Source: an optimization exercise on an open RTL-to-GDS flow (aim: small area, a short achievable clock period and few clock cycles). Production flows keep margins and buffers that such runs may drop. Function was checked by simulation only, so behaviour that the tests miss may differ from the original. Power and IR drop assume default switching activity.

[flow/config.mk]
export PLATFORM = sky130hd
export DESIGN_NAME = pe_top
export DESIGN_NICKNAME = pe_top
export VERILOG_FILES = /design/flow/design.v
export SDC_FILE = /design/flow/constraint.sdc
export NUM_CORES = 4
export LEC_CHECK = 0
export CAP_MARGIN = 20
export CORE_MARGIN = 2
export CORE_UTILIZATION = 40
export PLACE_DENSITY = 0.5
export SETUP_SLACK_MARGIN = 2.5
export SLEW_MARGIN = 20
export SYNTH_HIERARCHICAL = 1
export SYNTH_MINIMUM_KEEP_SIZE = 0
[flow/constraint.sdc]
create_clock -name core_clock -period 8.0 [get_ports {clock}]
set_input_delay 1.6000 -clock core_clock [delete_from_list [all_inputs] [get_ports {clock}]]
set_output_delay 1.6000 -clock core_clock [all_outputs]
set_load 0.01 [all_outputs]
[flow/design.v]
`default_nettype none
package pe_pkg;
	typedef logic signed [21-1:0] psum_t;
	typedef logic [$clog2(16)-1:0] psum_idx_t;
endpackage
`default_nettype wire
`timescale 1ns/1ns
`default_nettype none
module pe_add3 #(
	parameter int W = 21
) (
	input  wire  [W-1:0] a,
	input  wire  [W-1:0] b,
	input  wire  [W-1:0] c,
	output logic [W-1:0] s
);
	logic [W-1:0] x, y;
	assign x = a ^ b ^ c;
	assign y = {(a[W-2:0] & b[W-2:0]) | (a[W-2:0] & c[W-2:0]) | (b[W-2:0] & c[W-2:0]), 1'b0};
	pe_fast_add #(.W(W)) i_add (.a(x), .b(y), .s(s));
endmodule
`default_nettype wire
`timescale 1ns/1ns
`default_nettype none
module pe_fast_add #(
	parameter int W = 21
) (
	input  wire  [W-1:0] a,
	input  wire  [W-1:0] b,
	output logic [W-1:0] s
);
	localparam int L = $clog2(W);
	logic [W-1:0] g [L+1];
	logic [W-1:0] p [L+1];
	assign g[0] = a & b;
	assign p[0] = a ^ b;
	for (genvar k = 0; k < L; k++) begin : g_level
		for (genvar i = 0; i < W; i++) begin : g_bit
			if (i >= (1 << k)) begin : g_op
				assign g[k+1][i] = g[k][i] | (p[k][i] & g[k][i - (1 << k)]);
				assign p[k+1][i] = p[k][i] & p[k][i - (1 << k)];
			end else begin : g_pass
				assign g[k+1][i] = g[k][i];
				assign p[k+1][i] = p[k][i];
			end
		end
	end
	assign s = p[0] ^ {g[L][W-2:0], 1'b0};
endmodule
`default_nettype wire
`timescale 1ns/1ns
`default_nettype none
module pe_top (
	input  wire                          clock,
	input  wire                          reset,
	input  wire                          load_en,
	input  wire                          mac_en,
	output logic                         cal_fin,
	input  wire                          psum_clear,
	input  wire                          psum_enq_en,
	input  wire                          psum_in_valid,
	input  wire pe_pkg::psum_t           psum_in,
	output logic                         psum_in_ready,
	input  wire                          psum_out_ready,
	output logic                         psum_out_valid,
	output pe_pkg::psum_t                psum_out,
	output logic                         psum_acc_fin,
	input  wire                          iact_data_in_valid,
	input  wire  [13-1:0]     iact_data_in,
	output logic                         iact_data_write_fin,
	input  wire                          weight_ptr_in_valid,
	input  wire  [7-1:0]            weight_ptr_in,
	output logic                         weight_ptr_write_fin,
	input  wire                          weight_data_in_valid,
	input  wire  [12-1:0]   weight_data_in,
	output logic                         weight_data_write_fin
);
	localparam int PW   = 21;
	localparam int ROWS = 16 - 1;    
	logic       ia_beat, ia_last, ia_loaded;
	logic [4:0] ia_wr;
	logic       pt_beat, pt_last, pt_loaded;
	logic [4:0] pt_wr;
	logic       wt_beat, wt_last, wt_loaded;
	logic [6:0] wt_wr;
	assign ia_beat = load_en && iact_data_in_valid && !ia_loaded;
	assign ia_last = ia_beat && (iact_data_in[12:5] == 8'd0);
	assign pt_beat = load_en && weight_ptr_in_valid && !pt_loaded;
	assign pt_last = pt_beat && (pt_wr == 5'd31);
	assign wt_beat = load_en && weight_data_in_valid && !wt_loaded;
	assign wt_last = wt_beat && (weight_data_in[11:4] == 8'd0);
	always_ff @(posedge clock) begin
		if (reset) begin
			ia_wr <= '0; ia_loaded <= 1'b0; iact_data_write_fin   <= 1'b0;
			pt_wr <= '0; pt_loaded <= 1'b0; weight_ptr_write_fin  <= 1'b0;
			wt_wr <= '0; wt_loaded <= 1'b0; weight_data_write_fin <= 1'b0;
		end else begin
			iact_data_write_fin   <= ia_last;
			weight_ptr_write_fin  <= pt_last;
			weight_data_write_fin <= wt_last;
			if (!load_en) begin
				ia_wr <= '0; ia_loaded <= 1'b0;
				pt_wr <= '0; pt_loaded <= 1'b0;
				wt_wr <= '0; wt_loaded <= 1'b0;
			end else begin
				if (ia_beat) begin ia_wr <= ia_wr + 1'b1; ia_loaded <= ia_last; end
				if (pt_beat) begin pt_wr <= pt_wr + 1'b1; pt_loaded <= pt_last; end
				if (wt_beat) begin wt_wr <= wt_wr + 1'b1; wt_loaded <= wt_last; end
			end
		end
	end
	logic [4:0]  ia_len;
	logic [31:0] ia_occ;
	always_ff @(posedge clock) begin
		if (ia_beat) begin
			if (ia_last)
				ia_len <= ia_wr;
			if (ia_wr == 5'd0)
				ia_occ <= ia_last ? 32'd0 : (32'd1 << iact_data_in[4:0]);
			else if (!ia_last)
				ia_occ <= ia_occ | (32'd1 << iact_data_in[4:0]);
		end
	end
	logic [12:0] ia_mem [31];
	logic [11:0] we_mem [64];
	logic [11:0] wo_mem [63];
	logic [6:0]  pt_mem [32];
	always_ff @(posedge clock) begin
		if (ia_beat && ia_wr != 5'd31)
			ia_mem[ia_wr] <= iact_data_in;
		if (pt_beat)
			pt_mem[pt_wr] <= weight_ptr_in;
		if (wt_beat && !wt_wr[0])
			we_mem[wt_wr[6:1]] <= weight_data_in;
		if (wt_beat && wt_wr[0] && wt_wr[6:1] != 6'd63)
			wo_mem[wt_wr[6:1]] <= weight_data_in;
	end
	logic ia_act, pt_act, wt_act;
	assign ia_act = (ia_wr != 5'd0) && !ia_loaded;
	assign pt_act = (pt_wr != 5'd0) && !pt_loaded;
	assign wt_act = (wt_wr != 7'd0) && !wt_loaded;
	logic restart_load;
	assign restart_load = (ia_beat && ia_wr == 5'd0) ||
	                      (pt_beat && pt_wr == 5'd0) ||
	                      (wt_beat && wt_wr == 7'd0);
	logic        spec;          
	logic        mac_pend;
	logic        restart, commit, restore, kill, eng_done;
	logic        draining;
	logic [3:0]  drain_idx;
	logic        xfer;
	assign restart = restart_load || (mac_en && (!spec || commit)) ||
	                 (psum_clear && spec && !commit);
	assign kill    = psum_enq_en && spec && !commit;
	assign restore = spec && !commit && (restart || psum_enq_en);
	assign commit  = mac_pend && eng_done;
	assign cal_fin = commit;
	logic sweep_load;
	assign sweep_load = (pt_beat && pt_wr == 5'd0) || (wt_beat && wt_wr == 7'd0) ||
	                    pt_act || wt_act;
	logic        swp, p_done;
	logic [4:0]  f_idx, sc, pos;
	logic        f1_v;
	logic [4:0]  f1_idx, f1_col;
	logic [30:0] s_m;
	logic [4:0]  s_pi, s_nc;
	logic        s_any, s_hi, s_multi;
	logic [30:0] s_below;       
	logic [31:0] s_occ_hi;
	always_comb begin
		for (int i = 0; i < 31; i++)
			s_m[i] = (ia_mem[i][4:0] == sc) && (5'(i) < ia_len) && (5'(i) >= pos);
		s_pi = '0;
		for (int i = 30; i >= 0; i--)
			if (s_m[i]) s_pi = 5'(i);
		s_any = |s_m;
		s_below[0] = 1'b0;
		for (int i = 1; i < 31; i++)
			s_below[i] = s_below[i-1] | s_m[i-1];
		s_multi = |(s_m & s_below);
		for (int c = 0; c < 32; c++)
			s_occ_hi[c] = ia_occ[c] && (5'(c) > sc);
		s_nc = '0;
		for (int c = 31; c >= 0; c--)
			if (s_occ_hi[c]) s_nc = 5'(c);
		s_hi = |s_occ_hi;
	end
	logic        o_avail, p_free;
	logic [4:0]  o_col;
	assign o_avail = ia_act ? (f_idx < ia_wr) : (f_idx < ia_len);
	assign o_col   = (f_idx == 5'd31) ? 5'd0 : ia_mem[f_idx][4:0];
	logic [1:0]  qv;            
	logic [7:0]  q_val [2];
	logic [6:0]  q_j   [2];
	logic [6:0]  q_end [2];
	logic [7:0]  f2_val;
	logic [6:0]  f2_start, f2_end;
	logic        f2_go, f_push;
	assign f2_val   = (f1_idx == 5'd31) ? 8'd0 : ia_mem[f1_idx][12:5];
	assign f2_start = (f1_col == 5'd0) ? 7'd0 : pt_mem[f1_col - 1'b1];
	assign f2_end   = pt_mem[f1_col];
	assign f2_go    = f1_v && !qv[1] && (!pt_act || (f1_col < pt_wr));
	assign f_push   = f2_go && (f2_start != f2_end);
	assign p_free   = !f1_v || f2_go;
	logic        cv;            
	logic [7:0]  c_val;
	logic [6:0]  c_j, c_end;
	logic [5:0]  e_addr, o_addr;
	logic [11:0] e_w, o_w;
	logic        ok0, ok1, issue, fin, take;
	logic [6:0]  j1, j2, nj;
	assign j1     = c_j + 7'd1;
	assign j2     = c_j + 7'd2;
	assign e_addr = j1[6:1];
	assign o_addr = c_j[6:1];
	assign e_w    = we_mem[e_addr];
	assign o_w    = (o_addr == 6'd63) ? 12'd0 : wo_mem[o_addr];
	assign ok0    = !wt_act || (c_j < wt_wr);
	assign ok1    = (j1 != c_end) && (!wt_act || (j1 < wt_wr));
	assign issue  = cv && ok0;
	assign nj     = ok1 ? j2 : j1;
	assign fin    = issue && (ok1 ? (j2 == c_end) : (j1 == c_end));
	assign take   = qv[0] && (!cv || fin);
	logic        a_v0, a_v1;
	logic [7:0]  a_val;
	logic [11:0] a_w0, a_w1;
	logic        b_v0, b_v1;
	logic signed [15:0] b_p0, b_p1;
	logic [3:0]  b_r0, b_r1;
	logic        b_same;        
	logic signed [7:0]  m_a, m_w0, m_w1;
	assign m_a  = a_val;
	assign m_w0 = a_w0[11:4];
	assign m_w1 = a_w1[11:4];
	assign eng_done = p_done && !f1_v && !qv[0] && !cv && !a_v0 && !a_v1 && !b_v0 && !b_v1;
	always_ff @(posedge clock) begin
		if (reset || kill) begin
			spec      <= 1'b0;
			mac_pend  <= 1'b0;
			p_done    <= 1'b1;
			f1_v      <= 1'b0;
			qv        <= '0;
			cv        <= 1'b0;
			a_v0      <= 1'b0;
			a_v1      <= 1'b0;
			b_v0      <= 1'b0;
			b_v1      <= 1'b0;
		end else if (restart) begin
			spec      <= 1'b1;
			mac_pend  <= mac_en;
			p_done    <= 1'b0;
			f_idx     <= '0;
			f1_v      <= 1'b0;
			qv        <= '0;
			cv        <= 1'b0;
			a_v0      <= 1'b0;
			a_v1      <= 1'b0;
			b_v0      <= 1'b0;
			b_v1      <= 1'b0;
			swp       <= sweep_load;
			sc        <= '0;
			pos       <= '0;
		end else begin
			if (mac_en)
				mac_pend <= 1'b1;
			else if (commit) begin
				mac_pend <= 1'b0;
				spec     <= 1'b0;
			end
			if (p_free)
				f1_v <= 1'b0;
			if (spec && !p_done && p_free) begin
				if (!swp) begin
					if (o_avail) begin
						f1_v   <= 1'b1;
						f1_idx <= f_idx;
						f1_col <= o_col;
						f_idx  <= f_idx + 1'b1;
					end else if (!ia_act) begin
						p_done <= 1'b1;
					end
				end else if (!ia_act) begin
					if (s_any) begin
						f1_v   <= 1'b1;
						f1_idx <= s_pi;
						f1_col <= sc;
						pos    <= s_pi + 1'b1;
						if (!s_multi) begin
							pos <= '0;
							sc  <= s_nc;
							if (!s_hi)
								p_done <= 1'b1;
						end
					end else if (s_hi) begin
						sc  <= s_nc;
						pos <= '0;
					end else begin
						p_done <= 1'b1;
					end
				end
			end
			if (take) begin
				if (qv[1]) begin
					q_val[0] <= q_val[1]; q_j[0] <= q_j[1]; q_end[0] <= q_end[1];
				end else if (f_push) begin
					q_val[0] <= f2_val; q_j[0] <= f2_start; q_end[0] <= f2_end;
				end
				qv <= {1'b0, qv[1] || f_push};
			end else if (f_push) begin
				if (qv[0]) begin
					q_val[1] <= f2_val; q_j[1] <= f2_start; q_end[1] <= f2_end;
					qv[1] <= 1'b1;
				end else begin
					q_val[0] <= f2_val; q_j[0] <= f2_start; q_end[0] <= f2_end;
					qv[0] <= 1'b1;
				end
			end
			if (!cv || fin) begin
				cv    <= qv[0];
				c_val <= q_val[0];
				c_j   <= q_j[0];
				c_end <= q_end[0];
			end else if (issue) begin
				c_j <= nj;
			end
			a_v0  <= issue && (c_j[0] ? o_w[3:0] : e_w[3:0]) != 4'hf;
			a_v1  <= issue && ok1 && (c_j[0] ? e_w[3:0] : o_w[3:0]) != 4'hf;
			a_val <= c_val;
			a_w0  <= c_j[0] ? o_w : e_w;
			a_w1  <= c_j[0] ? e_w : o_w;
			b_v0   <= a_v0;
			b_v1   <= a_v1;
			b_same <= a_w0[3:0] == a_w1[3:0];
			b_p0   <= m_a * m_w0;
			b_p1   <= m_a * m_w1;
			b_r1   <= a_w1[3:0];
		end
	end
	always_ff @(posedge clock) begin
		if (psum_enq_en)
			b_r0 <= 4'd1;
		else if (draining) begin
			if (xfer)
				b_r0 <= b_r0 + 1'b1;
		end else
			b_r0 <= a_w0[3:0];
	end
	logic [PW-1:0] breg [ROWS];
	logic [PW-1:0] preg [ROWS];
	logic [PW-1:0] rd0, rd1, acc0, acc1, p0x, p1x, p1s;
	logic          w1_same;
	assign w1_same = b_v1 && b_same;
	assign p0x  = b_v0 ? {{(PW-16){b_p0[15]}}, b_p0} : '0;
	assign p1x  = {{(PW-16){b_p1[15]}}, b_p1};
	assign p1s  = w1_same ? p1x : '0;
	assign rd0  = (b_r0 == 4'hf) ? '0 : preg[b_r0];
	assign rd1  = preg[b_r1];
	pe_add3     #(.W(PW)) i_acc0 (.a(rd0), .b(p0x), .c(p1s), .s(acc0));
	pe_fast_add #(.W(PW)) i_acc1 (.a(rd1), .b(p1x), .s(acc1));
	always_ff @(posedge clock) begin
		for (int r = 0; r < ROWS; r++) begin
			if (reset || psum_clear)
				preg[r] <= '0;
			else if (restore)
				preg[r] <= breg[r];
			else if ((b_v0 || w1_same) && b_r0 == 4'(r))
				preg[r] <= acc0;
			else if (b_v1 && b_r1 == 4'(r))
				preg[r] <= acc1;
		end
	end
	always_ff @(posedge clock) begin
		for (int r = 0; r < ROWS; r++) begin
			if (psum_clear)
				breg[r] <= '0;
			else if (restart && !restore)
				breg[r] <= preg[r];
		end
	end
	logic [PW-1:0] drain_data;    
	assign psum_out_valid = draining && psum_in_valid;
	assign psum_in_ready  = draining && psum_out_ready;
	assign xfer           = draining && psum_in_valid && psum_out_ready;
	assign psum_acc_fin   = xfer && (drain_idx == 4'hf);
	pe_fast_add #(.W(PW)) i_drain_add (.a(drain_data), .b(psum_in), .s(psum_out));
	always_ff @(posedge clock) begin
		if (psum_enq_en)
			drain_data <= restore ? breg[0] : preg[0];
		else if (xfer)
			drain_data <= rd0;
	end
	always_ff @(posedge clock) begin
		if (reset) begin
			draining  <= 1'b0;
			drain_idx <= '0;
		end else if (psum_enq_en) begin
			draining  <= 1'b1;
			drain_idx <= '0;
		end else if (xfer) begin
			drain_idx <= drain_idx + 1'b1;
			if (psum_acc_fin)
				draining <= 1'b0;
		end
	end
endmodule
`default_nettype wire
[flow/run.sh]
#!/bin/bash
# synth_recipe.tcl (not shown) runs the flow's synth.tcl, then flattens the netlist and writes it again
# the make line also repeats each setting of config.mk as NAME=value (left out here)
make -C /OpenROAD-flow-scripts/flow DESIGN_CONFIG=/design/flow/config.mk WORK_HOME=/design/flow/orfs CLKGATE_MAP_FILE= SYNTH_SCRIPT=/design/flow/synth_recipe.tcl finish
==> summary.txt, run 1 <==
P_leak 0.0536 uW; CP Launch Type flip-flop; total I/O pin count 92; largest net degree at the start of global routing 170; Max FO, Critical Path 15; Die Y 598 um; vias in the first global route 91.9k; dominant cells by area after synthesis edfxtp_1, mux4_2, dfxtp_1; max incr delay on CP 770 ps; crit path capture type flip-flop; Nets 10.9k; Final Instance Area 162000 um^2; CTS Buf Count 342; htree depth 5; gr busiest metal met2; cell mode on critical path nand2_1; Yosys reg bits 3076; NetSw 11200 uW; slack of the critical path 2590 ps; synthesized instance count 10.4k; count leader, synth edfxtp_1; GRT Util Overall 0.246; Max Fclk 0.185 GHz; GRT overflow 0; Power Dens Cells 249 nW/um^2; top post-synthesis cells by count edfxtp_1, nand2_1, nor2_1; met3 Use GR 0.0367; Area growth syn-to-layout 14.8%; run status finished clean; Syn Nets 10.8k; Residual DRC 0; Post-Syn Area 141000 um^2; Worst IR Drop VDD 0.185 mV; period utilization 0.676; fraction of layout cells with a size suffix above 1 0.189; syn_area_per_cell 13.5 um^2; max-slew violations 0; fin util 0.461; via count 91.9k; Pint 29200 uW; sequential fraction of the synthesis area 0.605; EDFF count, synth 2382; Setup CP Type flip-flop to flip-flop; Unique masters post-synth 94; GPL Wtd Cong 0.902; pre-CTS WS 1370 ps; logic gate share of total power 0.158; Sw Ratio 0.277; fin crit period 5410 ps; Clock Power Share 0.397; drt pass-1 iters 9; initial antenna violation count 14; Critical Path RT 8810 ps; Hold Violations, Final 0; CP bufs+invs 3; DR iter-0 viols 9868; Routed WL 448 mm; Clock Root Buffer clkbuf_16; worst-path cell chain inv_1 -> ha_2 -> and3_4 -> buf_6 -> a22oi_1 -> nand2_1 -> a221oi_2 -> a41oi_2 -> fa_1 -> fa_2 -> a211oi_2 -> nor2_2 -> o31ai_4 -> buf_4 -> nand2_1 -> xor2_4 -> mux2i_1 -> a211oi_1 -> a21oi_1 -> nor2_1; worst-margin pin slew 1270 ps; max_slew headroom 0.150; I/O Buffers 91; CTS clk-pin slew, worst paths 60 ps; Max Cap Viol 0; met2 GRT Util 0.395; Synth Flop Type edfxtp_1; YS warnings 15; Critical Path Slowest Stage Cell xor2_4; GR Layer Usage met1 0.338; Row Count 218; DP HPWL 282 mm; hold_ws 420 ps; placed cell area 149000 um^2; total core area 352000 um^2; Post-synth ARST share 0; first-pass GRT wire length 649 mm; Detail Route Antenna Nets 0; routed len/inst 28.8 um; routed vias/inst 5.90; Worst-Skew Late Latency 970 ps; die boundary width 598 um; setup violators final 0; CTS Buffer Depth 4; starting density of the core 0.401; CTS tree yes; Fin Setup TNS 0 ps; CTS Hold Bufs 0; Reg power frac 0.445; RSZ-0062 raised after global routing true; CP arrival 6220 ps; Sink Count 3076; area leader, netlist edfxtp_1; cell family with the largest share of critical-path delay compound AO/OA/AOI/OAI gates; top cell type's share of synthesized area 0.506; Worst Hold Class flip-flop to flip-flop; Layout Skew 88.4 ps; die footprint 358000 um^2
repair_timing:
action	4_1_cts	5_1_grt
setup buffers	55	39
pin swaps	38	47
gates resized for setup	151	82
cloned	3	2
endpoints found under the setup margin	364	218
per-stage QoR:
step,instances,power (uW)
2_1_floorplan,10427,22000
3_3_place_gp,14838,24400
3_5_place_dp,14842,24500
4_1_cts,15529,40500
5_1_grt,15576,41800
6_report,15576,40400
power groups by stage:
stage / clock (uW) / sequential, uW / combinational (uW)
after global placement: 0 / 18300 / 6100
final: 16000 / 18000 / 6390
after detailed placement: 0 / 18300 / 6180
after CTS: 16300 / 18000 / 6270
after global routing: 16900 / 18000 / 6920
after floorplan: 0 / 18000 / 4010
layout make-up:
cell class | instances | area (um^2)
repair buffers | 526 | 4690
flip-flops and latches | 3076 | 85500
well taps | 4730 | 5920
clock inverters | 183 | 1930
fillers | 31100 | 190000
diodes | 2 | 5.00
multi-input cells | 6402 | 54000
clock buffers | 446 | 9420
inverters | 211 | 798
routing by layer:
metal  wire length [um]  share of wire
met5                149        0.00033
met4              18200          0.041
met1             190000           0.42
met3              29900          0.067
met2             210000           0.47
layout by cell type (no fill, tap or decap), types with 36 or more instances in the layout:
cell type,n
mux2i_1,390
and3_1,76
fa_1,128
nand4_1,51
xor2_1,118
clkinv_2,58
buf_4,388
o21ai_0,154
mux4_2,702
a31oi_1,56
nor2_1,904
a22o_1,75
a211oi_1,305
clkdlybuf4s50_1,50
nand3_1,146
clkbuf_16,351
inv_1,200
and2_1,107
xnor2_1,143
clkinv_1,63
clkbuf_1,64
buf_12,36
nor3_1,38
dfxtp_1,679
nand2_1,1172
a221oi_1,75
nor2_2,65
edfxtp_1,2382
ha_1,139
a22oi_1,104
a21oi_1,718
logic make-up after synthesis:
| kind of cell | share of synthesized area |
|---|---|
| flops | 0.605 |
| simple gates | 0.0850 |
| compound gates | 0.0877 |
| mux | 0.144 |
| buf+inv | 0.0264 |
| fa+ha+maj | 0.0338 |
| xor+xnor | 0.0186 |
| other cells | 0.0000265 |
registers in the layout, summed over array words and instances, names as in the netlist, 12 cells and up, named ones only:
name	flops
q_j	14
b_p0	16
wo_mem	756
q_end	14
a_w1	12
we_mem	768
q_val	16
pt_mem	224
drain_data	21
preg	315
ia_mem	416
breg	315
b_p1	16
ia_occ	31
a_w0	12
worst paths after layout:
| path | from | endpoint | slack [ps] | depth (start not counted) |
|---|---|---|---|---|
| setup / recovery | b_r0[1] | preg[11][12] | 2590 | 20 |
| hold / removal | q_end[0][0] | c_end[0] | 420 | 0 |
| setup reg to reg | b_r0[1] | preg[11][12] | 2590 | 20 |
| hold reg to reg | q_end[0][0] | c_end[0] | 420 | 0 |
worst register-to-register path, delay by kind of cell (launching register included):
family / cells / cell delay [ps]
AOI/OAI and AO/OA: 7 / 1510
muxes: 1 / 270
DFF: 1 / 360
buffers and inverters: 3 / 520
xor gates and xnor gates: 1 / 770
adders and majority gates: 3 / 1220
and+or+nand+nor: 5 / 700
Testbench counts, summed over its fixed seeds: cycles 13,292.
==> run 2, diff against run 1 <==
--- a/flow/design.v
+++ b/flow/design.v
@@ -51,4 +51,35 @@
 `timescale 1ns/1ns
 `default_nettype none
+module pe_drain_add #(
+	parameter int W = 21
+) (
+	input  wire  [W-1:0] a,
+	input  wire  [W-1:0] an,
+	input  wire  [W-1:0] b,
+	output logic [W-1:0] s
+);
+	localparam int L = $clog2(W);
+	logic [W-1:0] g [L+1];
+	logic [W-1:0] p [L+1];
+	for (genvar i = 0; i < W; i++) begin : g_in
+		assign g[0][i] = b[i] & a[i];
+		assign p[0][i] = b[i] ? an[i] : a[i];
+	end
+	for (genvar k = 0; k < L; k++) begin : g_level
+		for (genvar i = 0; i < W; i++) begin : g_bit
+			if (i >= (1 << k)) begin : g_op
+				assign g[k+1][i] = g[k][i] | (p[k][i] & g[k][i - (1 << k)]);
+				assign p[k+1][i] = p[k][i] & p[k][i - (1 << k)];
+			end else begin : g_pass
+				assign g[k+1][i] = g[k][i];
+				assign p[k+1][i] = p[k][i];
+			end
+		end
+	end
+	assign s = p[0] ^ {g[L][W-2:0], 1'b0};
+endmodule
+`default_nettype wire
+`timescale 1ns/1ns
+`default_nettype none
 module pe_top (
 	input  wire                          clock,
@@ -379,24 +410,32 @@
 	end
 	logic [PW-1:0] drain_data;    
+	logic [PW-1:0] drain_data_n;  
+	logic          drain_last;    
 	assign psum_out_valid = draining && psum_in_valid;
 	assign psum_in_ready  = draining && psum_out_ready;
 	assign xfer           = draining && psum_in_valid && psum_out_ready;
-	assign psum_acc_fin   = xfer && (drain_idx == 4'hf);
-	pe_fast_add #(.W(PW)) i_drain_add (.a(drain_data), .b(psum_in), .s(psum_out));
+	assign psum_acc_fin   = drain_last && psum_in_valid && psum_out_ready;
+	pe_drain_add #(.W(PW)) i_drain_add (.a(drain_data), .an(drain_data_n), .b(psum_in), .s(psum_out));
 	always_ff @(posedge clock) begin
-		if (psum_enq_en)
-			drain_data <= restore ? breg[0] : preg[0];
-		else if (xfer)
-			drain_data <= rd0;
+		if (psum_enq_en) begin
+			drain_data   <= restore ? breg[0] : preg[0];
+			drain_data_n <= ~(restore ? breg[0] : preg[0]);
+		end else if (xfer) begin
+			drain_data   <= rd0;
+			drain_data_n <= ~rd0;
+		end
 	end
 	always_ff @(posedge clock) begin
 		if (reset) begin
-			draining  <= 1'b0;
-			drain_idx <= '0;
+			draining   <= 1'b0;
+			drain_idx  <= '0;
+			drain_last <= 1'b0;
 		end else if (psum_enq_en) begin
-			draining  <= 1'b1;
-			drain_idx <= '0;
+			draining   <= 1'b1;
+			drain_idx  <= '0;
+			drain_last <= 1'b0;
 		end else if (xfer) begin
-			drain_idx <= drain_idx + 1'b1;
+			drain_idx  <= drain_idx + 1'b1;
+			drain_last <= drain_idx == 4'd14;
 			if (psum_acc_fin)
 				draining <= 1'b0;
==> run 2 against run 1 <==
Compared with the run above: synthesized cell count increased by 1.0%; critical endpoint is now preg[0][10]; largest power group unchanged; sequential share of layout area rose by 0.33 points; power shrank 2.3%; die area up 0.94%; sequential cell count is 22 higher; final area is 0.11% higher; highest routed layer unchanged.
==> summary.txt, run 2 <==
Max FO, Critical Path 15; setup violators final 0; fin crit period 5430 ps; Residual DRC 0; Setup CP Type flip-flop to flip-flop; YS warnings 18; die footprint 361000 um^2; syn_area_per_cell 13.5 um^2; max-slew violations 0; I/O Buffers 91; CP arrival 6290 ps; Fin Setup TNS 0 ps; cell family with the largest share of critical-path delay compound AO/OA/AOI/OAI gates; CP bufs+invs 2; total core area 355000 um^2; GRT overflow 0; starting density of the core 0.401; via count 93.2k; run status finished clean; DR iter-0 viols 11.1k; CTS Buffer Depth 4; EDFF count, synth 2403; Worst IR Drop VDD 0.182 mV; Critical Path RT 8860 ps; vias in the first global route 92.4k; Post-Syn Area 143000 um^2; Layout Skew 94.5 ps; Synth Flop Type edfxtp_1; Routed WL 453 mm; Max Fclk 0.184 GHz; GRT Util Overall 0.245; die boundary width 601 um; routed len/inst 28.9 um; CTS clk-pin slew, worst paths 60 ps; Area growth syn-to-layout 13.9%; Detail Route Antenna Nets 0; Max Cap Viol 0; Post-synth ARST share 0; first-pass GRT wire length 657 mm; Nets 11.0k; max reg flops 768; fillcell total 31.5k; CTS tree yes; Critical Path Slowest Stage Cell xnor2_2; synthesized instance count 10.5k; CTS Hold Bufs 0; Syn Nets 10.9k; total I/O pin count 92; hold_ws 375 ps; fraction of layout cells with a size suffix above 1 0.182; Worst-Skew Late Latency 960 ps; top cell type's share of synthesized area 0.506; Worst Hold Class flip-flop to flip-flop; multi-input combinational cell area 53900 um^2; P_leak 0.0525 uW; worst-path cell chain nand2b_1 -> nor2_4 -> buf_4 -> buf_4 -> a22oi_1 -> nand3_1 -> o22a_1 -> ha_1 -> fa_1 -> a211oi_2 -> o211ai_1 -> a41oi_2 -> xnor2_2 -> mux2i_1 -> nand2_1 -> o211ai_1 -> a21oi_1; Power Dens Cells 243 nW/um^2; sequential fraction of the synthesis area 0.604; count leader, synth edfxtp_1; crit path capture type flip-flop; Sink Count 3098; period utilization 0.679; max_slew headroom 0.181; drt pass-1 iters 9; DP HPWL 278 mm; CTS Buf Count 349; max incr delay on CP 900 ps; commonest non-fill, non-tap cell in the layout edfxtp_1; register area 86100 um^2; initial antenna violation count 15; commonest cells after routing, fill and taps aside edfxtp_1, nand2_1, a21oi_1, mux4_2, dfxtp_1; r2r setup slk 2570 ps; top post-synthesis cells by count edfxtp_1, nand2_1, a21oi_1; CP Launch Type flip-flop; Die Y 601 um; Row Count 219; Clock Root Buffer clkbuf_16; Tot Pwr 39400 uW; Yosys reg bits 3098; area leader, netlist edfxtp_1; Final Instance Area 162000 um^2; worst-margin pin slew 1230 ps; Unique masters post-synth 124; placed cell area 150000 um^2; RSZ-0062 raised after global routing true; largest net degree at the start of global routing 181; routed vias/inst 5.94; GPL Wtd Cong 0.927; dominant cells by area after synthesis edfxtp_1, mux4_2, dfxtp_1; htree depth 5; Hold Violations, Final 0
==> run 2: worst paths after layout <==
kind          startpoint          end  depth (start not counted)
max reg2reg      b_r1[3]  preg[0][10]                         17
max              b_r1[3]  preg[0][10]                         17
min          breg[12][1]  preg[12][1]                          2
min reg2reg  breg[12][1]  preg[12][1]                          2
==> run 2: what timing repair did <==
action | CTS | global route
cloned | 3 | 2
pin swaps | 11 | 20
setup buffers | 19 | 44
endpoints found under the setup margin | 285 | 448
gates resized for setup | 93 | 80
==> run 2: layout make-up <==
cell class,count,share of cell area
antenna,4,0.0000616
clock buffer,443,0.0580
sequential,3098,0.530
tap,4751,0.0366
multi-input combinational,6462,0.332
clock inverter,202,0.0125
timing repair buffer,493,0.0255
inverter,230,0.00540
==> run 2: worst register-to-register path, stage by stage (launching register included) <==
cell	delay [ps]
edfxtp_1	530
nand2b_1	330
nor2_4	430
buf_4	360
buf_4	340
a22oi_1	150
nand3_1	110
o22a_1	190
ha_1	320
fa_1	310
a211oi_2	100
o211ai_1	360
a41oi_2	280
xnor2_2	900
mux2i_1	250
nand2_1	170
o211ai_1	90
a21oi_1	180
==> run 2: per-layer routing <==
metal / vias up / GRT usage / share of wire
li1: 40138 / - / -
met1: 47925 / 0.349 / 0.43
met2: 4182 / 0.383 / 0.46
met3: 964 / 0.0371 / 0.076
met4: 5 / 0.0825 / 0.038
met5: - / 0 / 0.00022
==> run 2: where the power goes <==
part / internal (uW) / switching [uW] / leakage, uW
Combinational: 1990 / 3530 / 0.0196
Sequential: 17600 / 240 / 0.0273
Clock: 9370 / 6750 / 0.00557
Total: 28900 / 10500 / 0.0525
==> run 2: stage by stage <==
stage | utilization | setup slack, ps | instances
after CTS | 0.455 | 2400 | 15633
after detailed placement | 0.421 | 1340 | 14966
after global routing | 0.457 | 2460 | 15681
after floorplan | - | 2500 | 10534
final | 0.457 | 2570 | 15683
after global placement | 0.421 | 1190 | 14966
==> run 2: logic make-up after synthesis <==
kind of cell,synth area share
multiplexers,0.144
AND/OR/NAND/NOR,0.0847
other,0.0000263
flip-flops,0.604
adder cells (fa/ha/maj),0.0317
XOR/XNOR,0.0191
AO/OA/AOI/OAI,0.0883
buffers and inverters,0.0285
Testbench counts of run 2, summed over its fixed seeds: cycles 13,292.
==> run 3, diff against run 2 <==
--- a/flow/design.v
+++ b/flow/design.v
@@ -7,20 +7,4 @@
 `timescale 1ns/1ns
 `default_nettype none
-module pe_add3 #(
-	parameter int W = 21
-) (
-	input  wire  [W-1:0] a,
-	input  wire  [W-1:0] b,
-	input  wire  [W-1:0] c,
-	output logic [W-1:0] s
-);
-	logic [W-1:0] x, y;
-	assign x = a ^ b ^ c;
-	assign y = {(a[W-2:0] & b[W-2:0]) | (a[W-2:0] & c[W-2:0]) | (b[W-2:0] & c[W-2:0]), 1'b0};
-	pe_fast_add #(.W(W)) i_add (.a(x), .b(y), .s(s));
-endmodule
-`default_nettype wire
-`timescale 1ns/1ns
-`default_nettype none
 module pe_fast_add #(
 	parameter int W = 21
@@ -253,15 +237,26 @@
 	assign fin    = issue && (ok1 ? (j2 == c_end) : (j1 == c_end));
 	assign take   = qv[0] && (!cv || fin);
+	logic [11:0] w0, w1;
+	logic        i_v0, i_v1, i_same;
+	logic signed [8:0] i_x0;
+	assign w0     = c_j[0] ? o_w : e_w;
+	assign w1     = c_j[0] ? e_w : o_w;
+	assign i_v0   = issue && w0[3:0] != 4'hf;
+	assign i_v1   = issue && ok1 && w1[3:0] != 4'hf;
+	assign i_same = w0[3:0] == w1[3:0];
+	assign i_x0   = (i_v1 && i_same) ? {w0[11], w0[11:4]} + {w1[11], w1[11:4]}
+	                                 : {w0[11], w0[11:4]};
 	logic        a_v0, a_v1;
 	logic [7:0]  a_val;
-	logic [11:0] a_w0, a_w1;
+	logic signed [8:0] a_x0;
+	logic [7:0]  a_x1;
+	logic [3:0]  a_r0, a_r1;
 	logic        b_v0, b_v1;
-	logic signed [15:0] b_p0, b_p1;
+	logic signed [16:0] b_p0;
+	logic signed [15:0] b_p1;
 	logic [3:0]  b_r0, b_r1;
-	logic        b_same;        
-	logic signed [7:0]  m_a, m_w0, m_w1;
+	logic signed [7:0]  m_a, m_x1;
 	assign m_a  = a_val;
-	assign m_w0 = a_w0[11:4];
-	assign m_w1 = a_w1[11:4];
+	assign m_x1 = a_x1;
 	assign eng_done = p_done && !f1_v && !qv[0] && !cv && !a_v0 && !a_v1 && !b_v0 && !b_v1;
 	always_ff @(posedge clock) begin
@@ -355,15 +350,16 @@
 				c_j <= nj;
 			end
-			a_v0  <= issue && (c_j[0] ? o_w[3:0] : e_w[3:0]) != 4'hf;
-			a_v1  <= issue && ok1 && (c_j[0] ? e_w[3:0] : o_w[3:0]) != 4'hf;
+			a_v0  <= i_v0;
+			a_v1  <= i_v1 && !(i_v0 && i_same);
 			a_val <= c_val;
-			a_w0  <= c_j[0] ? o_w : e_w;
-			a_w1  <= c_j[0] ? e_w : o_w;
+			a_x0  <= i_x0;
+			a_x1  <= w1[11:4];
+			a_r0  <= w0[3:0];
+			a_r1  <= w1[3:0];
 			b_v0   <= a_v0;
 			b_v1   <= a_v1;
-			b_same <= a_w0[3:0] == a_w1[3:0];
-			b_p0   <= m_a * m_w0;
-			b_p1   <= m_a * m_w1;
-			b_r1   <= a_w1[3:0];
+			b_p0   <= m_a * a_x0;
+			b_p1   <= m_a * m_x1;
+			b_r1   <= a_r1;
 		end
 	end
@@ -375,18 +371,13 @@
 				b_r0 <= b_r0 + 1'b1;
 		end else
-			b_r0 <= a_w0[3:0];
+			b_r0 <= a_r0;
 	end
 	logic [PW-1:0] breg [ROWS];
 	logic [PW-1:0] preg [ROWS];
-	logic [PW-1:0] rd0, rd1, acc0, acc1, p0x, p1x, p1s;
-	logic          w1_same;
-	assign w1_same = b_v1 && b_same;
-	assign p0x  = b_v0 ? {{(PW-16){b_p0[15]}}, b_p0} : '0;
-	assign p1x  = {{(PW-16){b_p1[15]}}, b_p1};
-	assign p1s  = w1_same ? p1x : '0;
+	logic [PW-1:0] rd0, rd1, acc0, acc1;
 	assign rd0  = (b_r0 == 4'hf) ? '0 : preg[b_r0];
 	assign rd1  = preg[b_r1];
-	pe_add3     #(.W(PW)) i_acc0 (.a(rd0), .b(p0x), .c(p1s), .s(acc0));
-	pe_fast_add #(.W(PW)) i_acc1 (.a(rd1), .b(p1x), .s(acc1));
+	assign acc0 = rd0 + {{(PW-17){b_p0[16]}}, b_p0};
+	assign acc1 = rd1 + {{(PW-16){b_p1[15]}}, b_p1};
 	always_ff @(posedge clock) begin
 		for (int r = 0; r < ROWS; r++) begin
@@ -395,5 +386,5 @@
 			else if (restore)
 				preg[r] <= breg[r];
-			else if ((b_v0 || w1_same) && b_r0 == 4'(r))
+			else if (b_v0 && b_r0 == 4'(r))
 				preg[r] <= acc0;
 			else if (b_v1 && b_r1 == 4'(r))
--- a/flow/config.mk
+++ b/flow/config.mk
@@ -6,10 +6,13 @@
 export NUM_CORES = 4
 export LEC_CHECK = 0
-export CAP_MARGIN = 20
+export CAP_MARGIN = 10
 export CORE_MARGIN = 2
 export CORE_UTILIZATION = 40
+export CTS_BUF_LIST = sky130_fd_sc_hd__clkbuf_16
+export CTS_CLUSTER_DIAMETER = 80
+export CTS_CLUSTER_SIZE = 22
 export PLACE_DENSITY = 0.5
-export SETUP_SLACK_MARGIN = 2.5
-export SLEW_MARGIN = 20
+export SETUP_SLACK_MARGIN = 2.6
+export SLEW_MARGIN = 10
 export SYNTH_HIERARCHICAL = 1
 export SYNTH_MINIMUM_KEEP_SIZE = 0
==> run 3 against run 2 <==
Compared with the run above: sequential share of layout area is 2.1 points higher; non-clock buffer count is 97 higher; clock power is 35% lower; critical path type unchanged; largest cell class unchanged; cell count is 3.6% lower; global-route usage is 1.3 points higher.
==> summary.txt, run 3 <==
run status finished clean; Synth Flop Type edfxtp_1; P_leak 0.0510 uW; max-slew violations 0; Worst Hold Class flip-flop to flip-flop; drt pass-1 iters 9; CTS clk-pin slew, worst paths 90 ps; R2R depth 19; EDFF count, synth 2404; min-delay src breg[7][3]; Sw Ratio 0.288; Final Instance Area 156000 um^2; Sink Count 3099; routed vias/inst 6.18; XOR/XNOR Fraction of Synth Area 0.0199; Worst-Skew Late Latency 960 ps; CP bufs+invs 2; Die Y 597 um; Pint 24200 uW; Detail Route Antenna Nets 0; Max FO, Critical Path 23; max reg flops 768; vias in the first global route 90.8k; Area growth syn-to-layout 11.2%; Nets 10.7k; CTS Buf Count 184; Clock Root Buffer clkbuf_16; RSZ-0062 raised after global routing true; Unique masters post-synth 97; cell mode on critical path a21oi_1; crit path capture type flip-flop; max_slew headroom 0.0595; area leader, netlist edfxtp_1; Critical Path Slowest Stage Cell or4_1; count leader, synth edfxtp_1; starting density of the core 0.402; Residual DRC 0; CP arrival 6240 ps; sequential fraction of the synthesis area 0.613; htree depth 4; Clock Power Share 0.307; hold_ws 401 ps; Setup CP Type flip-flop to flip-flop; max incr delay on CP 550 ps; worst-path cell chain nand2_2 -> nor3_2 -> buf_4 -> a22oi_1 -> nand3_1 -> o22a_1 -> ha_1 -> o21a_1 -> o21a_1 -> o41ai_1 -> o21bai_1 -> a21oi_1 -> o21ai_0 -> a21oi_1 -> xnor2_1 -> buf_4 -> nor3_1 -> or4_1 -> a21oi_1; fillcell total 30.9k; Fin Setup TNS 0 ps; Power Dens Cells 218 nW/um^2; die footprint 356000 um^2; die boundary width 597 um; GRT Util Overall 0.258; first-pass GRT wire length 670 mm; CTS Hold Bufs 0; synthesized instance count 10.3k; Cell Count, Final, Fillers Out 15.1k; Post-Synth Adder-Cell Area 0.0313; largest net degree at the start of global routing 184; FF-to-FF Start b_r1[0]; r2r endpoint preg[12][11]; pre-CTS WS 824 ps; GRT overflow 0; I/O Buffers 91; top post-synthesis cells by count edfxtp_1, nand2_1, a21oi_1; DR iter-0 viols 12.6k; placed insts 14.7k; YS warnings 15; commonest non-fill, non-tap cell in the layout edfxtp_1; placed cell area 148000 um^2; setup violators final 0; syn_area_per_cell 13.6 um^2; Syn Nets 10.7k; fraction of layout cells with a size suffix above 1 0.179; CP Launch Type flip-flop; complex-gate fraction of the synthesized area 0.0982; Max Cap Viol 0; slack of the critical path 2630 ps; GPL Wtd Cong 0.934; Yosys reg bits 3099; Max Fclk 0.186 GHz; Layout Skew 93.0 ps; worst-margin pin slew 1400 ps; Row Count 217; cell family with the largest share of critical-path delay compound AO/OA/AOI/OAI gates; DP HPWL 296 mm; CTS Buffer Depth 4; WHS Path Cells 2; via count 93.4k; Worst IR Drop VDD 0.214 mV; routed len/inst 31.2 um; total I/O pin count 92; top cell type's share of synthesized area 0.514; initial antenna violation count 13; Hold Violations, Final 0; WHS Endpoint preg[7][3]; fin crit period 5370 ps; Routed WL 472 mm; logic gate share of total power 0.167; Reg power frac 0.525; r2r setup slk 2630 ps; main combinational cell family by area after synthesis multiplexers; NetSw 9800 uW; Post-synth ARST share 0; total core area 349000 um^2; Post-Syn Area 140000 um^2; Post-Synth Simple-Gate Area 0.0826; commonest cells after routing, fill and taps aside edfxtp_1, nand2_1, a21oi_1, mux4_2, dfxtp_1; Critical Path RT 8870 ps; period utilization 0.671; CTS tree yes; post-synthesis mux area share 0.128; dominant cells by area after synthesis edfxtp_1, mux4_2, dfxtp_1
-- run 3: cell types whose count changed in the layout (fill, tap and decap cells not counted), sizes merged, moves of 85 or more --
cell / before / now
nand2: 1734 / 1463
mux2i: 442 / 107
o21ai: 167 / 328
clkbuf: 444 / 199
a221oi: 97 / 189
clkinv: 146 / 45
o211ai: 332 / 202
buf: 425 / 510
-- run 3: metrics by stage --
| step | utilization | power (uW) |
|---|---|---|
| 3_3_place_gp | 0.423 | 23400 |
| 3_5_place_dp | 0.423 | 23500 |
| 6_report | 0.447 | 34000 |
| 5_1_grt | 0.447 | 35100 |
| 2_1_floorplan | - | 21200 |
| 4_1_cts | 0.444 | 33900 |
-- run 3: logic make-up (layout without fill, tap and decap cells) --
family                   count (synthesis)  in the layout
AO/OA/AOI/OAI                         2111           2114
XOR/XNOR                               317            317
adder cells (fa/ha/maj)                280            280
buffers and inverters                  970           1151
flip-flops                            3099           3099
multiplexers                           889            889
other                                    0              8
AND/OR/NAND/NOR                       2664           2667
-- run 3: worst max-delay path by stage --
| stage | from | endpoint | slack, ps | cells after the start |
|---|---|---|---|---|
| after global routing | b_r1[0] | preg[12][17] | 2540 | 20 |
| after CTS | b_r0[1] | preg[5][19] | 2590 | 19 |
| after global placement | load_en | preg[3][0] | 890 | 14 |
| after floorplan | c_j[1] | q_end[0][0] | 2280 | 25 |
| final | b_r1[0] | preg[12][11] | 2630 | 19 |
| after detailed placement | load_en | preg[3][10] | 820 | 14 |
-- run 3: power groups by stage --
stage | clock network [uW] | registers (uW) | logic, uW
floorplan | 0 | 18100 | 3140
global placement | 0 | 18200 | 5200
detailed placement | 0 | 18200 | 5250
CTS | 10600 | 17900 | 5420
global route | 11200 | 17900 | 6040
finish | 10400 | 17900 | 5690
-- run 3: routing by layer --
metal | up-vias | track usage | wire length, um
met5 | - | 0.000406 | 95
met4 | 10 | 0.0906 | 19100
met3 | 990 | 0.0541 | 41900
met2 | 4591 | 0.402 | 214000
met1 | 48278 | 0.358 | 197000
li1 | 39546 | - | -
-- run 3: area by class of cell --
cell class	instances	area (um^2)	area share
Sequential cell	3099	86100	0.551
Multi-Input combinational cell	6267	52100	0.333
Antenna cell	8	20.0	0.000128
Inverter	258	1000	0.00643
Timing Repair inverter	2	17.5	0.000112
Tap cell	4599	5750	0.0368
Clock buffer	188	4700	0.0301
Timing Repair Buffer	590	5470	0.0350
Clock inverter	113	1080	0.00689
-- run 3: repair_timing --
action                     in CTS  in global routing
hold endpoints to repair        0                  0
buffers inserted               65                 66
gates cloned                   11                 10
setup endpoints to repair     532                395
gates resized for setup       196                100
pin swaps                      34                 29
-- run 3: tightest hold or removal path: cells and delay by family, from the launching register on --
kind,cells,cell delay (ps)
AOI/OAI and AO/OA,1,50
DFF,1,320
and+or+nand+nor,1,50
Testbench counts of run 3, summed over its fixed seeds: cycles 13,292.
==> run 4, diff against run 3 <==
--- a/flow/config.mk
+++ b/flow/config.mk
@@ -13,5 +13,5 @@
 export CTS_CLUSTER_SIZE = 22
 export PLACE_DENSITY = 0.5
-export SETUP_SLACK_MARGIN = 2.6
+export SETUP_SLACK_MARGIN = 3.0
 export SLEW_MARGIN = 10
 export SYNTH_HIERARCHICAL = 1
==> run 4 against run 3 <==
Compared with the run above: worst hold slack lost 26 ps; clock skew grew 20 ps; cell count grew 0.85%.
==> summary.txt, run 4 <==
dominant cells by area after synthesis edfxtp_1, mux4_2, dfxtp_1; Power Dens Cells 216 nW/um^2; Routed WL 475 mm; main combinational cell family by area after synthesis multiplexers; met3 WL post-DR 42.1 mm; Clock Root Buffer clkbuf_16; period utilization 0.640; Sink Count 3099; routed vias/inst 6.18; top post-synthesis cells by count edfxtp_1, nand2_1, a21oi_1; crit path capture type output port; CTS Buf Count 184; Row Count 217; htree depth 4; Post-Synth Simple-Gate Area 0.0826; Residual DRC 0; Max Cap Viol 0; Setup CP Type input port to output port; commonest cells after routing, fill and taps aside edfxtp_1, nand2_1, mux4_2, a21oi_1, dfxtp_1; Post-Synth Adder-Cell Area 0.0313; metal2 WL 218 mm; Post-synth ARST share 0; setup violators final 0; placed insts 14.6k; worst setup path startpoint psum_in[1]; slack of the critical path 2880 ps; Tot Pwr 34300 uW; GRT overflow 0; YS warnings 15; run status finished clean; max-slew violations 0; EDFF count, synth 2404; starting density of the core 0.402; via count 94.3k; Max Fclk 0.195 GHz; Die Y 597 um; Cell Count, Final, Fillers Out 15.3k; r2r endpoint preg[12][20]; complex-gate fraction of the synthesized area 0.0982; Nets 10.9k; Worst Hold Class flip-flop to flip-flop; commonest non-fill, non-tap cell in the layout edfxtp_1; first-pass GRT wire length 673 mm; die boundary width 597 um; XOR/XNOR Fraction of Synth Area 0.0199; RSZ-0062 raised after global routing true; pre-CTS WS 990 ps; CTS Hold Bufs 0; I/O Buffers 91; top cell type's share of synthesized area 0.514; CTS Buffer Depth 4; r2r setup slk 3030 ps; Unique masters post-synth 97; Syn Nets 10.7k; GRT Util Overall 0.259; CP arrival 3520 ps; wl on met1 196 mm; DP HPWL 295 mm; total I/O pin count 92; Synth Flop Type edfxtp_1; Hold Violations, Final 0; Worst-Skew Late Latency 970 ps; top sig layer met5; WHS Path Cells 2; total core area 349000 um^2; min-delay src breg[5][6]; Layout Skew 113 ps; Yosys reg bits 3099; Post-Syn Area 140000 um^2; sequential fraction of the synthesis area 0.613; synthesized instance count 10.3k; max reg flops 768; post-synthesis mux area share 0.128; FF-to-FF Start b_r1[2]; Critical Path RT 6400 ps; count leader, synth edfxtp_1; routed len/inst 31.1 um; fin crit period 5120 ps; worst-margin pin slew 1370 ps; DR iter-0 viols 12.3k; Worst IR Drop VDD 0.252 mV; initial antenna violation count 16; hold_ws 376 ps; Max FO, Critical Path 3; CTS tree yes; GPL Wtd Cong 0.941; Fin Setup TNS 0 ps; die footprint 356000 um^2; CTS clk-pin slew, worst paths 90 ps; largest net degree at the start of global routing 164; Detail Route Antenna Nets 0; area leader, netlist edfxtp_1; syn_area_per_cell 13.6 um^2; vias in the first global route 91.7k; worst setup path endpoint psum_out[20]; CP Launch Type input port; fraction of layout cells with a size suffix above 1 0.203; drt pass-1 iters 10; max_slew headroom 0.0803; P_leak 0.0521 uW; Area growth syn-to-layout 13.0%; R2R depth 20
[run 4: cell counts after synthesis]
No cell type changed its count.
[run 4: how the worst min path moves through the flow]
stage,end,slack [ps]
after global routing,c_val[6],430
after CTS,preg[11][6],420
after floorplan,a_val[0],400
final,preg[5][6],380
after global placement,a_val[7],400
after detailed placement,c_val[7],400
[run 4: metrics by stage]
| stage | util | instance area [um^2] |
|---|---|---|
| after detailed placement | 0.423 | 148000 |
| after CTS | 0.448 | 157000 |
| final | 0.454 | 159000 |
| after floorplan | - | 141000 |
| after global routing | 0.454 | 159000 |
| after global placement | 0.423 | 148000 |
[run 4: metal layers]
metal / global-route usage / up-vias
li1: - / 39800
met1: 0.358 / 48779
met2: 0.406 / 4699
met3: 0.0544 / 988
met4: 0.0884 / 12
met5: 0 / -
[run 4: where the power goes]
group | switching, uW | internal (uW) | total [uW]
registers | 292 | 17600 | 17900
logic | 3830 | 2180 | 6010
clock network | 5720 | 4690 | 10400
total | 9840 | 24500 | 34300
[run 4: cell type report]
class | instances | area [um^2]
Fill cell | 30730 | 191000
Antenna cell | 10 | 25.0
Timing Repair inverter | 4 | 35.0
Clock buffer | 194 | 4850
Sequential cell | 3099 | 86100
Inverter | 258 | 1030
Clock inverter | 102 | 918
Timing Repair Buffer | 720 | 6970
Multi-Input combinational cell | 6267 | 53000
Tap cell | 4599 | 5750
[run 4: logic make-up (layout without fill, tap and decap cells)]
| group | after synthesis | count (layout) |
|---|---|---|
| buf+inv | 970 | 1278 |
| xor+xnor | 317 | 317 |
| other cells | 0 | 10 |
| fa+ha+maj | 280 | 280 |
| mux | 889 | 889 |
| simple gates | 2664 | 2668 |
| flops | 3099 | 3099 |
| compound gates | 2111 | 2113 |
[run 4: critical path, cell delays in order]
cell      delay [ps]
buf_8            100
mux2_4           310
ha_4             170
a21oi_4          140
o21ai_4           70
a311oi_2         240
o21ai_2          120
buf_4            160
a31oi_4          180
o221ai_2         120
xnor2_1          150
buf_2            150
[run 4: repair_timing]
item | in CTS | in global routing
setup endpoints to repair | 722 | 386
pin swaps | 61 | 115
resized for setup | 371 | 224
buffers inserted | 151 | 127
endpoints found under the hold margin | 0 | 0
cloned | 21 | 10
==> run 5, diff against run 4 <==
--- a/flow/design.v
+++ b/flow/design.v
@@ -140,10 +140,14 @@
 	logic [11:0] we_mem [64];
 	logic [11:0] wo_mem [63];
-	logic [6:0]  pt_mem [32];
+	logic [6:0]  pe_mem [16];
+	logic [6:0]  po_mem [16];
 	always_ff @(posedge clock) begin
 		if (ia_beat && ia_wr != 5'd31)
 			ia_mem[ia_wr] <= iact_data_in;
 		if (pt_beat)
-			pt_mem[pt_wr] <= weight_ptr_in;
+			if (pt_wr[0])
+				po_mem[pt_wr[4:1]] <= weight_ptr_in;
+			else
+				pe_mem[pt_wr[4:1]] <= weight_ptr_in;
 		if (wt_beat && !wt_wr[0])
 			we_mem[wt_wr[6:1]] <= weight_data_in;
@@ -205,4 +209,7 @@
 	assign o_avail = ia_act ? (f_idx < ia_wr) : (f_idx < ia_len);
 	assign o_col   = (f_idx == 5'd31) ? 5'd0 : ia_mem[f_idx][4:0];
+	logic        o_byp, r_byp;
+	assign o_byp = ia_beat && !ia_last && (f_idx == ia_wr);
+	assign r_byp = ia_beat && !ia_last && (ia_wr == 5'd0) && !sweep_load;
 	logic [1:0]  qv;            
 	logic [7:0]  q_val [2];
@@ -213,6 +220,12 @@
 	logic        f2_go, f_push;
 	assign f2_val   = (f1_idx == 5'd31) ? 8'd0 : ia_mem[f1_idx][12:5];
-	assign f2_start = (f1_col == 5'd0) ? 7'd0 : pt_mem[f1_col - 1'b1];
-	assign f2_end   = pt_mem[f1_col];
+	logic [3:0]  pe_addr, po_addr;
+	logic [6:0]  pe_out, po_out;
+	assign pe_addr  = f1_col[4:1];
+	assign po_addr  = f1_col[0] ? f1_col[4:1] : f1_col[4:1] - 1'b1;
+	assign pe_out   = pe_mem[pe_addr];
+	assign po_out   = po_mem[po_addr];
+	assign f2_start = f1_col[0] ? pe_out : (f1_col == 5'd0) ? 7'd0 : po_out;
+	assign f2_end   = f1_col[0] ? po_out : pe_out;
 	assign f2_go    = f1_v && !qv[1] && (!pt_act || (f1_col < pt_wr));
 	assign f_push   = f2_go && (f2_start != f2_end);
@@ -237,4 +250,6 @@
 	assign fin    = issue && (ok1 ? (j2 == c_end) : (j1 == c_end));
 	assign take   = qv[0] && (!cv || fin);
+	logic  direct;
+	assign direct = f_push && !qv[0] && (!cv || fin);
 	logic [11:0] w0, w1;
 	logic        i_v0, i_v1, i_same;
@@ -276,6 +291,8 @@
 			mac_pend  <= mac_en;
 			p_done    <= 1'b0;
-			f_idx     <= '0;
-			f1_v      <= 1'b0;
+			f_idx     <= r_byp ? 5'd1 : 5'd0;
+			f1_v      <= r_byp;
+			f1_idx    <= '0;
+			f1_col    <= iact_data_in[4:0];
 			qv        <= '0;
 			cv        <= 1'b0;
@@ -303,4 +320,9 @@
 						f1_col <= o_col;
 						f_idx  <= f_idx + 1'b1;
+					end else if (o_byp) begin
+						f1_v   <= 1'b1;
+						f1_idx <= f_idx;
+						f1_col <= iact_data_in[4:0];
+						f_idx  <= f_idx + 1'b1;
 					end else if (!ia_act) begin
 						p_done <= 1'b1;
@@ -326,5 +348,6 @@
 				end
 			end
-			if (take) begin
+			if (direct) begin
+			end else if (take) begin
 				if (qv[1]) begin
 					q_val[0] <= q_val[1]; q_j[0] <= q_j[1]; q_end[0] <= q_end[1];
@@ -342,5 +365,10 @@
 				end
 			end
-			if (!cv || fin) begin
+			if (direct) begin
+				cv    <= 1'b1;
+				c_val <= f2_val;
+				c_j   <= f2_start;
+				c_end <= f2_end;
+			end else if (!cv || fin) begin
 				cv    <= qv[0];
 				c_val <= q_val[0];
==> run 5 against run 4 <==
Compared with the run above: maximum frequency decreased by 2.6%; wire length increased by 0.15%; setup slack worse by 140 ps; final area down 1.3%; power is 0.74% higher; cell count shrank 0.21%; clock skew shrank 28 ps; first-iteration DRC count is 7.2% lower; critical path type unchanged; critical endpoint unchanged; largest cell class unchanged.
==> summary.txt, run 5 <==
run status finished clean; count leader, synth edfxtp_1; Yosys reg bits 3093; worst-margin pin slew 1350 ps; GRT Util Overall 0.262; Max Cap Viol 0; DR iter-0 viols 11.4k; GRT overflow 0; FF-to-FF Start c_j[1]; worst setup path endpoint psum_out[20]; Residual DRC 0; Clock Root Buffer clkbuf_16; Die Y 594 um; CP arrival 3650 ps; commonest cells after routing, fill and taps aside edfxtp_1, nand2_1, dfxtp_1, a21oi_1, mux4_2; YS warnings 15; Area growth syn-to-layout 12.3%; max-slew violations 0; Worst-Skew Late Latency 980 ps; R2R depth 18; fillcell total 30.9k; I/O Buffers 91; vias in the first global route 90.5k; fraction of layout cells with a size suffix above 1 0.187; period utilization 0.657; Nets 10.9k; Post-Syn Area 139000 um^2; max_slew headroom 0.0954; routed len/inst 31.2 um; sequential fraction of the synthesis area 0.617; pre-CTS WS 1510 ps; via count 93.3k; CTS clk-pin slew, worst paths 100 ps; GPL Wtd Cong 0.976; EDFF count, synth 2404; htree depth 4; Worst IR Drop VDD 0.231 mV; top post-synthesis cells by count edfxtp_1, nand2_1, a21oi_1; Row Count 216; Layout Skew 85.3 ps; Power Dens Cells 221 nW/um^2; CTS Buf Count 188; die boundary width 594 um; RSZ-0062 raised after global routing true; largest net degree at the start of global routing 157; commonest non-fill, non-tap cell in the layout edfxtp_1; routed vias/inst 6.13; initial antenna violation count 12; DP HPWL 300 mm; r2r setup slk 3040 ps; Critical Path RT 6400 ps; Fin Setup TNS 0 ps; Max FO, Critical Path 3; crit path capture type output port; Unique masters post-synth 112; area leader, netlist edfxtp_1; slack of the critical path 2750 ps; Hold Violations, Final 0; Setup CP Type input port to output port; r2r endpoint a_x0[7]; die footprint 353000 um^2; first-pass GRT wire length 674 mm; syn_area_per_cell 13.5 um^2; fin crit period 5250 ps; Max Fclk 0.190 GHz; CTS tree yes; CTS Buffer Depth 4; worst setup path startpoint psum_in[1]; P_leak 0.0512 uW; Synth Flop Type edfxtp_1; Detail Route Antenna Nets 0; Syn Nets 10.7k; starting density of the core 0.402; top cell type's share of synthesized area 0.518; total I/O pin count 92; Post-synth ARST share 0; Sink Count 3093; max reg flops 768; Routed WL 475 mm; synthesized instance count 10.3k; dominant cells by area after synthesis edfxtp_1, mux4_2, dfxtp_1; CP Launch Type input port; Worst Hold Class flip-flop to flip-flop; setup violators final 0; total core area 346000 um^2; drt pass-1 iters 8
==> run 5: cell types whose count changed after synthesis, moves of 40 or more <==
cell | previous run | this run
o21ai_0 | 320 | 261
o221ai_1 | 40 | 99
mux4_2 | 711 | 636
a21oi_1 | 734 | 694
o211ai_1 | 202 | 289
a221oi_1 | 189 | 92
nor2_1 | 459 | 538
==> run 5: cells by family after synthesis <==
| group | after synthesis | share of synthesized area |
|---|---|---|
| adder cells (fa/ha/maj) | 280 | 0.0315 |
| buffers and inverters | 989 | 0.0282 |
| AO/OA/AOI/OAI | 2139 | 0.102 |
| XOR/XNOR | 302 | 0.0192 |
| AND/OR/NAND/NOR | 2714 | 0.0842 |
| flip-flops | 3093 | 0.617 |
| multiplexers | 828 | 0.118 |
==> run 5: per-layer routing <==
metal / global-route usage / up-vias / wire length, um
li1: - / 39667 / -
met1: 0.354 / 48136 / 194000
met2: 0.418 / 4322 / 219000
met3: 0.0464 / 1129 / 37500
met4: 0.108 / 0 / 24300
met5: 0 / - / 0
==> run 5: area by class of cell <==
| type | instances | area [um^2] | area share |
|---|---|---|---|
| sequential | 3093 | 86000 | 0.549 |
| timing repair buffer | 707 | 6640 | 0.0424 |
| inverter | 270 | 1040 | 0.00665 |
| clock buffer | 192 | 4800 | 0.0307 |
| multi-input combinational | 6268 | 51400 | 0.328 |
| antenna | 7 | 17.5 | 0.000112 |
| tap | 4578 | 5730 | 0.0366 |
| clock inverter | 103 | 891 | 0.00569 |
| timing repair inverter | 3 | 57.6 | 0.000368 |
==> run 5: worst max-delay path, cell delays in order <==
cell,delay (ps)
buf_8,100
mux2_4,310
ha_4,170
a21oi_4,150
o21ai_4,80
a311oi_2,330
o21ai_2,140
a31oi_2,210
buf_4,150
o221ai_2,100
xnor2_1,160
buf_2,150
==> run 5: worst min path at each step <==
stage	from	to	slack, ps	cells after the start
global placement	breg[4][19]	preg[4][19]	430	1
detailed placement	breg[14][10]	preg[14][10]	440	2
global route	breg[11][9]	preg[11][9]	450	2
CTS	breg[11][9]	preg[11][9]	430	2
finish	breg[11][9]	preg[11][9]	380	2
floorplan	c_val[0]	a_val[0]	400	0
==> run 5: repair_timing <==
item                                    CTS  global route
cloned                                   16             5
endpoints found under the setup margin  700           367
pin swaps                                48            67
buffers inserted                        155            63
gates resized for setup                 292           178
hold buffers                              0             0
==> run 5: metrics by stage <==
step	instances	utilization	hold WS, ps	total power [uW]	instance area (um^2)
final	15221	0.452	382	34500	157000
after global routing	15216	0.452	446	35700	157000
after CTS	15144	0.448	431	34500	155000
after detailed placement	14678	0.424	444	24000	147000
after global placement	14678	0.424	435	24000	147000
after floorplan	10345	-	400	21700	140000
==> run 5: where the power goes <==
| part | internal (uW) | switching [uW] | leakage, uW |
|---|---|---|---|
| sequential | 17600 | 358 | 0.0273 |
| clock | 4510 | 5780 | 0.00288 |
| combinational | 2400 | 3930 | 0.0210 |
Testbench counts of run 5, summed over its fixed seeds: cycles 13,020.
==> run 6, diff against run 5 <==
--- a/flow/config.mk
+++ b/flow/config.mk
@@ -13,5 +13,5 @@
 export CTS_CLUSTER_SIZE = 22
 export PLACE_DENSITY = 0.5
-export SETUP_SLACK_MARGIN = 3.0
+export SETUP_SLACK_MARGIN = 3.3
 export SLEW_MARGIN = 10
 export SYNTH_HIERARCHICAL = 1
==> run 6 against run 5 <==
Compared with the run above: clock power barely moved; critical endpoint unchanged; worst hold slack gained 36 ps; largest power group unchanged; clock skew down 1.1 ps.
==> summary.txt, run 6 <==
run status finished clean; Layout Skew 84.2 ps; fin crit period 5200 ps; area leader, netlist edfxtp_1; Max FO, Critical Path 3; Synth Flop Type edfxtp_1; GRT overflow 0; count leader, synth edfxtp_1; Worst-Skew Late Latency 980 ps; YS warnings 15; Syn Nets 10.7k; dominant cells by area after synthesis edfxtp_1, mux4_2, dfxtp_1; Yosys reg bits 3093; max-slew violations 0; period utilization 0.650; routed len/inst 31.2 um; CTS tree yes; die footprint 353000 um^2; via count 93.8k; worst-margin pin slew 1340 ps; top post-synthesis cells by count edfxtp_1, nand2_1, a21oi_1; synthesized instance count 10.3k; total core area 346000 um^2; Critical Path RT 6400 ps; GPL Wtd Cong 0.964; largest net degree at the start of global routing 151; CTS Buffer Depth 4; Unique masters post-synth 112; commonest cells after routing, fill and taps aside edfxtp_1, nand2_1, dfxtp_1, a21oi_1, mux4_2; CTS Buf Count 185; Post-synth ARST share 0; Power Dens Cells 220 nW/um^2; EDFF count, synth 2404; Routed WL 477 mm; drt pass-1 iters 14; max reg flops 768; CP arrival 3600 ps; setup violators final 0; crit path capture type output port; sequential fraction of the synthesis area 0.617; Detail Route Antenna Nets 0; Worst IR Drop VDD 0.175 mV; DP HPWL 294 mm; Residual DRC 0; total I/O pin count 92; DR iter-0 viols 12.6k; Clock Root Buffer clkbuf_16; Worst Hold Class flip-flop to flip-flop; Row Count 216; Sink Count 3093; Tot Pwr 34900 uW; Setup CP Type input port to output port; routed vias/inst 6.12; Nets 11.0k; CP Launch Type input port; vias in the first global route 90.4k; htree depth 4; hold_ws 418 ps; RSZ-0062 raised after global routing true; Max Fclk 0.192 GHz; CTS Hold Bufs 0; Post-Syn Area 139000 um^2; initial antenna violation count 13; CTS clk-pin slew, worst paths 90 ps; Die Y 594 um; fillcell total 30.5k; die boundary width 594 um; max_slew headroom 0.109; commonest non-fill, non-tap cell in the layout edfxtp_1; I/O Buffers 91; Hold Violations, Final 0; Area growth syn-to-layout 13.8%; GRT Util Overall 0.261; top cell type's share of synthesized area 0.518; syn_area_per_cell 13.5 um^2; fraction of layout cells with a size suffix above 1 0.208; starting density of the core 0.402; Max Cap Viol 0; first-pass GRT wire length 671 mm; Fin Setup TNS 0 ps; P_leak 0.0521 uW
## run 6: logic make-up after synthesis
kind of cell | Yosys count | share of synthesized area
simple gates | 2714 | 0.0842
fa+ha+maj | 280 | 0.0315
mux | 828 | 0.118
xor+xnor | 302 | 0.0192
flops | 3093 | 0.617
compound gates | 2139 | 0.102
buf+inv | 989 | 0.0282
## run 6: timing repair
action                     in CTS  in global routing
pin swaps                     108                172
cloned                         27                  8
setup endpoints to repair     677                654
gates resized for setup       449                284
buffers inserted              198                118
## run 6: path summary, 6_finish.rpt
kind              start            to  slack (ps)  cells past startpoint
max          psum_in[1]  psum_out[20]        2800                     12
min          breg[8][6]    preg[8][6]         420                      2
min reg2reg  breg[8][6]    preg[8][6]         420                      2
max reg2reg      c_j[1]       a_x0[7]        3020                     19
## run 6: critical path, cell delays in order
cell	delay [ps]
buf_8	100
mux2_4	310
ha_4	170
a21oi_4	150
o21ai_4	90
a311oi_4	350
o21ai_4	140
a31oi_4	200
buf_6	120
o221ai_2	100
xnor2_1	130
buf_2	150
## run 6: layer usage
metal	part of all wire	GRT usage	wire, um	vias to the layer above
met1	0.41	0.356	195000	48242
met3	0.087	0.0513	41800	1209
met4	0.057	0.121	27400	10
li1	-	-	-	39860
met5	0.00014	0	66	-
met2	0.45	0.402	213000	4478
## run 6: where the power goes
| group | total (uW) | switching (uW) | internal, uW |
|---|---|---|---|
| clock network | 10300 | 5730 | 4600 |
| registers | 17900 | 328 | 17600 |
| logic | 6720 | 4080 | 2640 |
| total | 34900 | 10100 | 24800 |
## run 6: final cells by class
cell class	count	area, um^2	area share
clock buffers	189	4730	0.0298
clock inverters	106	1020	0.00645
repair inverters	3	31.3	0.000197
flip-flops and latches	3093	86000	0.542
inverters	270	1040	0.00655
diodes	3	7.51	0.0000473
multi-input cells	6270	52300	0.330
well taps	4578	5730	0.0361
repair buffers	804	7790	0.0491
## run 6: through the flow
stage | worst slack (ps) | area [um^2] | utilization | std cells
2_1_floorplan | 3040 | 140000 | - | 10345
3_3_place_gp | 1640 | 147000 | 0.424 | 14665
3_5_place_dp | 1610 | 147000 | 0.424 | 14667
4_1_cts | 2790 | 156000 | 0.451 | 15187
5_1_grt | 2690 | 159000 | 0.458 | 15315
6_report | 2800 | 159000 | 0.458 | 15316

-- re-timing with driven ports --
No port has a modelled driver above. Below, the same layouts with a new extraction and two added sets of constraints. Step 1: set_driving_cell puts a clkbuf_16 on clock and a buf_2 on each other input, an assumption about the parent block. Step 2 adds t to the input delays and takes it off the output delays; t is the mean of the earliest and latest rising clock arrival at the registers after step 1. Input paths then give back, and output paths get back, about the clock's delay inside the block. Slacks: ideal ports / drivers / drivers and shift; pairs: ideal ports / drivers.
| run | t (ns) | slack for setup (ns) | clock arrival spread, ns | worst data-port slew with drivers (ns) | cell pins on the clock port's net |
|---|---|---|---|---|---|
| run 1 | 1.010 | 2.589 / 2.575 / 1.782 | 0.105 / 0.105 | 0.08 | 1 |
| run 2 | 1.014 | 2.570 / 2.570 / 1.818 | 0.096 / 0.096 | 0.15 | 1 |
| run 3 | 1.017 | 2.634 / 2.634 / 2.086 | 0.097 / 0.098 | 0.05 | 1 |
| run 4 | 1.010 | 2.882 / 2.837 / 2.240 | 0.124 / 0.123 | 0.18 | 1 |
| run 5 | 1.028 | 2.746 / 2.706 / 2.073 | 0.109 / 0.109 | 0.13 | 1 |
| run 6 | 1.028 | 2.800 / 2.748 / 2.459 | 0.104 / 0.104 | 0.11 | 1 |
After both steps setup and hold are still met in every run listed. For run 1, which loses most, drivers alone change the setup slack by -0.014 ns; drivers and shift together by -0.807 ns.
